Background: an optimization exercise with open tools, aiming at small area. Do not read the settings as production practice.
The RTL was checked by simulation tests, not by an equivalence proof against the original design.
Power figures rest on the tool's default switching activity, not on a simulated workload.

==> flow/design.v (excerpt) <==
module cnn_input_loader
#(
  parameter int CNT_W = 16
) (
  input  logic               ap_clk,
  input  logic               ap_rst_n,
  input  logic [DATA_W-1:0]  s_data,
  input  logic               s_valid,
  output logic               s_ready,
  input  logic               s_last,
  input  logic               err_clr,
  output logic               ap_start,
  input  logic               ap_ready,
  input  logic               ap_done,
  output logic [FRAME_W-1:0] conv2d_1_input_V,
  output logic               conv2d_1_input_V_ap_vld,
  output logic               busy,
  output logic [CNT_W-1:0]   frame_count,
  output logic               frame_err
);
For scale: roughly 4700 cells after synthesis, ~2100 flip-flops, about 1100 I/O pins, ~0.063 mm² of cells after synthesis.
clock: 5.0 ns
lec_check: 0
cap_margin: 20
core_margin: 2
core_utilization: 70
slew_margin: 20
standard.sh (not shown) runs the stock make flow with config.mk's settings and CLKGATE_MAP_FILE= SYNTH_SCRIPT=/design/flow/synth_recipe.tcl, a recipe that flattens the netlist after the stock synthesis.
==> flow/flow/run.sh <==
#!/bin/bash
# Standard layout, with the smallest buffer on the ports and a clock tree of
# small buffers without dummy loads. Each make run's output goes to its own log.
set -euo pipefail
export BUFFER_PORTS_ARGS="-buffer_cell sky130_fd_sc_hd__buf_1"
export CTS_ARGS="-sink_clustering_enable -repair_clock_nets -buf_list sky130_fd_sc_hd__clkbuf_4 -dont_use_dummy_load"
bash standard.sh finish > make_finish.log 2>&1
The first run completed without violations.
Then changed:
==> flow/run.sh (new file) <==
#!/bin/bash
# synth_recipe.tcl (not shown) runs the flow's synth.tcl, then flattens the netlist and writes it again
# the make line also repeats each setting of config.mk as NAME=value (left out here)
make -C /OpenROAD-flow-scripts/flow DESIGN_CONFIG=/design/flow/config.mk WORK_HOME=/design/flow/orfs CLKGATE_MAP_FILE= SYNTH_SCRIPT=/design/flow/synth_recipe.tcl finish
--- a/flow/config.mk
+++ b/flow/config.mk
@@ -10,2 +10,3 @@
 export CORE_UTILIZATION = 70
+export CTS_BUF_LIST = sky130_fd_sc_hd__clkbuf_4
 export SLEW_MARGIN = 20
removed: flow/flow/run.sh
removed: flow/standard.sh
Utilization rises by 9.7 points.
Routed wire length went up by 13%.
Sequential cell count is unchanged.
Via count came out higher by 7.4%.
Final area climbs by 12%.
Setup slack degrades by 0.25 ns.
Global-route usage is higher by 5.5 points.

========
The RTL this note starts from:
==> flow/design.v <==
package cnn_io_pkg;
  localparam int DATA_W     = 16;
  localparam int NUM_PIXELS = 64;
  localparam int FRAME_W    = DATA_W * NUM_PIXELS;
  localparam int PIX_CNT_W  = $clog2(NUM_PIXELS);
  typedef enum logic [1:0] {IDLE, START, WAIT_DONE} state_t;
  function automatic int pix_lo(input int k);
    pix_lo = FRAME_W - (k + 1) * DATA_W;
  endfunction
endpackage
import cnn_io_pkg::*;
module cnn_frame_fill
(
  input  logic               clk,
  input  logic               rst_n,
  input  logic [DATA_W-1:0]  s_data,
  input  logic               s_valid,
  input  logic               s_last,
  input  logic               take,
  output logic               s_ready,
  output logic               fill_full,
  output logic [FRAME_W-1:0] fill_data,
  output logic               err_pulse
);
  logic [PIX_CNT_W-1:0] cnt_reg;
  logic                 full_reg;
  logic                 accept;
  logic                 at_end;
  logic                 shift_reg;
  logic                 keep_reg;
  logic [FRAME_W-1:0]   buf_reg;
  assign s_ready   = rst_n && !full_reg;
  assign accept    = s_valid && s_ready;
  assign at_end    = (cnt_reg == PIX_CNT_W'(NUM_PIXELS - 1));
  assign err_pulse = accept && (at_end ? !s_last : s_last);
  assign fill_full = full_reg;
  assign fill_data = buf_reg;
  always_ff @(posedge clk or negedge rst_n) begin
    if (!rst_n) begin
      cnt_reg  <= '0;
      full_reg <= 1'b0;
    end else begin
      if (take)
        full_reg <= 1'b0;
      if (accept) begin
        if (at_end) begin
          cnt_reg  <= '0;
          full_reg <= 1'b1;
        end else if (s_last) begin
          cnt_reg <= '0;
        end else begin
          cnt_reg <= cnt_reg + 1'b1;
        end
      end
    end
  end
  always_ff @(posedge clk) begin
    shift_reg <= accept && !at_end;
    keep_reg  <= !(accept && !at_end);
    if (accept)
      buf_reg[DATA_W-1:0] <= s_data;
    buf_reg[FRAME_W-1:DATA_W] <= ({(FRAME_W-DATA_W){shift_reg}} & buf_reg[FRAME_W-DATA_W-1:0])
                               | ({(FRAME_W-DATA_W){keep_reg}}  & buf_reg[FRAME_W-1:DATA_W]);
  end
endmodule
import cnn_io_pkg::*;
module cnn_input_loader
#(
  parameter int CNT_W = 16
) (
  input  logic               ap_clk,
  input  logic               ap_rst_n,
  input  logic [DATA_W-1:0]  s_data,
  input  logic               s_valid,
  output logic               s_ready,
  input  logic               s_last,
  input  logic               err_clr,
  output logic               ap_start,
  input  logic               ap_ready,
  input  logic               ap_done,
  output logic [FRAME_W-1:0] conv2d_1_input_V,
  output logic               conv2d_1_input_V_ap_vld,
  output logic               busy,
  output logic [CNT_W-1:0]   frame_count,
  output logic               frame_err
);
  logic               fill_full;
  logic               err_pulse;
  logic [FRAME_W-1:0] fill_data;
  logic               transfer;
  logic               rel_hold;
  logic [FRAME_W-1:0] hold_reg;
  logic               hold_valid_reg;
  logic               start_reg;
  logic               wait_reg;
  logic               err_reg;
  logic [CNT_W-1:0]   count_reg;
  logic               load_reg;
  logic               keep_reg;
  cnn_frame_fill u_fill (
    .clk       (ap_clk),
    .rst_n     (ap_rst_n),
    .s_data    (s_data),
    .s_valid   (s_valid),
    .s_last    (s_last),
    .take      (transfer),
    .s_ready   (s_ready),
    .fill_full (fill_full),
    .fill_data (fill_data),
    .err_pulse (err_pulse)
  );
  assign rel_hold = (start_reg && ap_ready && ap_done) || (wait_reg && ap_done);
  assign transfer = fill_full && (!hold_valid_reg || rel_hold);
  always_ff @(posedge ap_clk or negedge ap_rst_n) begin
    if (!ap_rst_n) begin
      start_reg      <= 1'b0;
      wait_reg       <= 1'b0;
      hold_valid_reg <= 1'b0;
      count_reg      <= '0;
      err_reg        <= 1'b0;
    end else begin
      start_reg <= start_reg ? !ap_ready : (!wait_reg && hold_valid_reg);
      wait_reg  <= start_reg ? (ap_ready && !ap_done) : (wait_reg && !ap_done);
      if (transfer)
        hold_valid_reg <= 1'b1;
      else if (rel_hold)
        hold_valid_reg <= 1'b0;
      if (rel_hold)
        count_reg <= count_reg + 1'b1;
      if (err_pulse)
        err_reg <= 1'b1;
      else if (err_clr)
        err_reg <= 1'b0;
    end
  end
  always_ff @(posedge ap_clk) begin
    load_reg <= transfer;
    keep_reg <= !transfer;
    hold_reg <= ({FRAME_W{load_reg}} & fill_data) | ({FRAME_W{keep_reg}} & hold_reg);
  end
  assign ap_start                = start_reg;
  assign conv2d_1_input_V_ap_vld = start_reg;
  assign conv2d_1_input_V        = hold_reg;
  assign busy                    = hold_valid_reg;
  assign frame_count             = count_reg;
  assign frame_err               = err_reg;
endmodule
export LEC_CHECK = 0
export CAP_MARGIN = 20
export CORE_MARGIN = 2
export CORE_UTILIZATION = 70
export SLEW_MARGIN = 20
create_clock -name core_clock -period 5.0 [get_ports {ap_clk}]
==> flow/flow/run.sh <==
#!/bin/bash
# Standard layout, with the smallest buffer on the ports and a clock tree of
# small buffers in larger clusters, without dummy loads. The make run's full
# output goes to its own log.
set -euo pipefail
export BUFFER_PORTS_ARGS="-buffer_cell sky130_fd_sc_hd__buf_1"
export CTS_ARGS="-sink_clustering_enable -repair_clock_nets -buf_list sky130_fd_sc_hd__clkbuf_8 -dont_use_dummy_load -sink_clustering_size 17 -sink_clustering_max_diameter 60"
bash standard.sh finish > make_finish.log 2>&1
Next try:
==> flow/flow/run.sh (replaced) <==
#!/bin/bash
# Standard layout, with the smallest buffer on the ports and a clock tree of
# small buffers in larger clusters, without dummy loads. The make run's full
# output goes to its own log.
set -euo pipefail
export BUFFER_PORTS_ARGS="-buffer_cell sky130_fd_sc_hd__buf_1"
export CTS_ARGS="-sink_clustering_enable -repair_clock_nets -buf_list sky130_fd_sc_hd__clkbuf_4 -dont_use_dummy_load -sink_clustering_size 8 -sink_clustering_max_diameter 40"
bash standard.sh finish > make_finish.log 2>&1
--- a/flow/config.mk
+++ b/flow/config.mk
@@ -9,3 +9,3 @@
 export CORE_MARGIN = 2
-export CORE_UTILIZATION = 70
+export CORE_UTILIZATION = 75
 export SLEW_MARGIN = 20
This time the run never finished: it broke off in 3_2_place_iop, error PPL-0024. Synthesized area is unchanged. Synthesized cell count stays the same.
Next try:
==> flow/flow/run.sh (replaced) <==
#!/bin/bash
# Standard layout, with the smallest buffer on the ports and a clock tree of
# small buffers in larger clusters, without dummy loads. The make run's full
# output goes to its own log.
set -euo pipefail
export BUFFER_PORTS_ARGS="-buffer_cell sky130_fd_sc_hd__buf_1"
export CTS_ARGS="-sink_clustering_enable -repair_clock_nets -buf_list sky130_fd_sc_hd__clkbuf_8 -dont_use_dummy_load -sink_clustering_size 18 -sink_clustering_max_diameter 60"
bash standard.sh finish > make_finish.log 2>&1
--- a/flow/config.mk
+++ b/flow/config.mk
@@ -9,3 +9,3 @@
 export CORE_MARGIN = 2
-export CORE_UTILIZATION = 75
+export CORE_UTILIZATION = 70
 export SLEW_MARGIN = 20
Effect: Now the flow completed without violations. Area after synthesis is unchanged. Synthesized cell count stays the same.
Next try:
==> flow/flow/run.sh (replaced) <==
#!/bin/bash
# Standard layout, with the smallest buffer on the ports and a clock tree of
# small buffers in larger clusters, without dummy loads. The make run's full
# output goes to its own log.
set -euo pipefail
export BUFFER_PORTS_ARGS="-buffer_cell sky130_fd_sc_hd__buf_1"
export CTS_ARGS="-sink_clustering_enable -repair_clock_nets -buf_list sky130_fd_sc_hd__clkbuf_8 -dont_use_dummy_load -sink_clustering_size 17 -sink_clustering_max_diameter 60"
bash standard.sh finish > make_finish.log 2>&1
--- a/flow/config.mk
+++ b/flow/config.mk
@@ -9,3 +9,3 @@
 export CORE_MARGIN = 2
-export CORE_UTILIZATION = 70
+export CORE_UTILIZATION = 62
 export SLEW_MARGIN = 20
The new run completed without violations.
Wire length stays flat.
Total power rises slightly.
Final area rises slightly.

re-timing with driven ports:
Ports are ideal in the flow. The routed layouts listed here were re-timed in OpenROAD.
Step 1 (the two cells are an assumption about what drives the block):
set clk [get_ports {ap_clk}]
set_driving_cell -lib_cell sky130_fd_sc_hd__clkbuf_16 $clk
set_driving_cell -lib_cell sky130_fd_sc_hd__buf_2 [delete_from_list [all_inputs] $clk]
Step 2 moves the port delays by t, midway between the first and last clock arrival at a register: inputs arrive t later, outputs are due t later. That takes back most of the time a late clock gives input paths.
Three values: ideal ports, drivers, drivers and shift; two values: the first two.
run	t, ns	setup WS [ns]	clock arrival spread, ns	slew at the worst register clock pin (ns)
the first run of note 1	1.308	1.685 / 1.660 / 1.660	0.116 / 0.116	0.08 / 0.08
the second run of note 1	1.363	1.440 / 1.365 / 1.586	0.088 / 0.088	0.09 / 0.09
the first run of note 2	0.920	2.236 / 2.162 / 1.985	0.052 / 0.051	0.11 / 0.11
the third run of note 2	0.905	2.256 / 2.181 / 1.988	0.066 / 0.065	0.11 / 0.11
the fourth run of note 2	0.903	2.251 / 2.174 / 1.987	0.063 / 0.063	0.11 / 0.11
After both steps setup and hold are still met in every run listed. For the third run of note 2, which loses most, drivers alone change the setup slack by -0.075 ns; drivers and shift together by -0.268 ns.
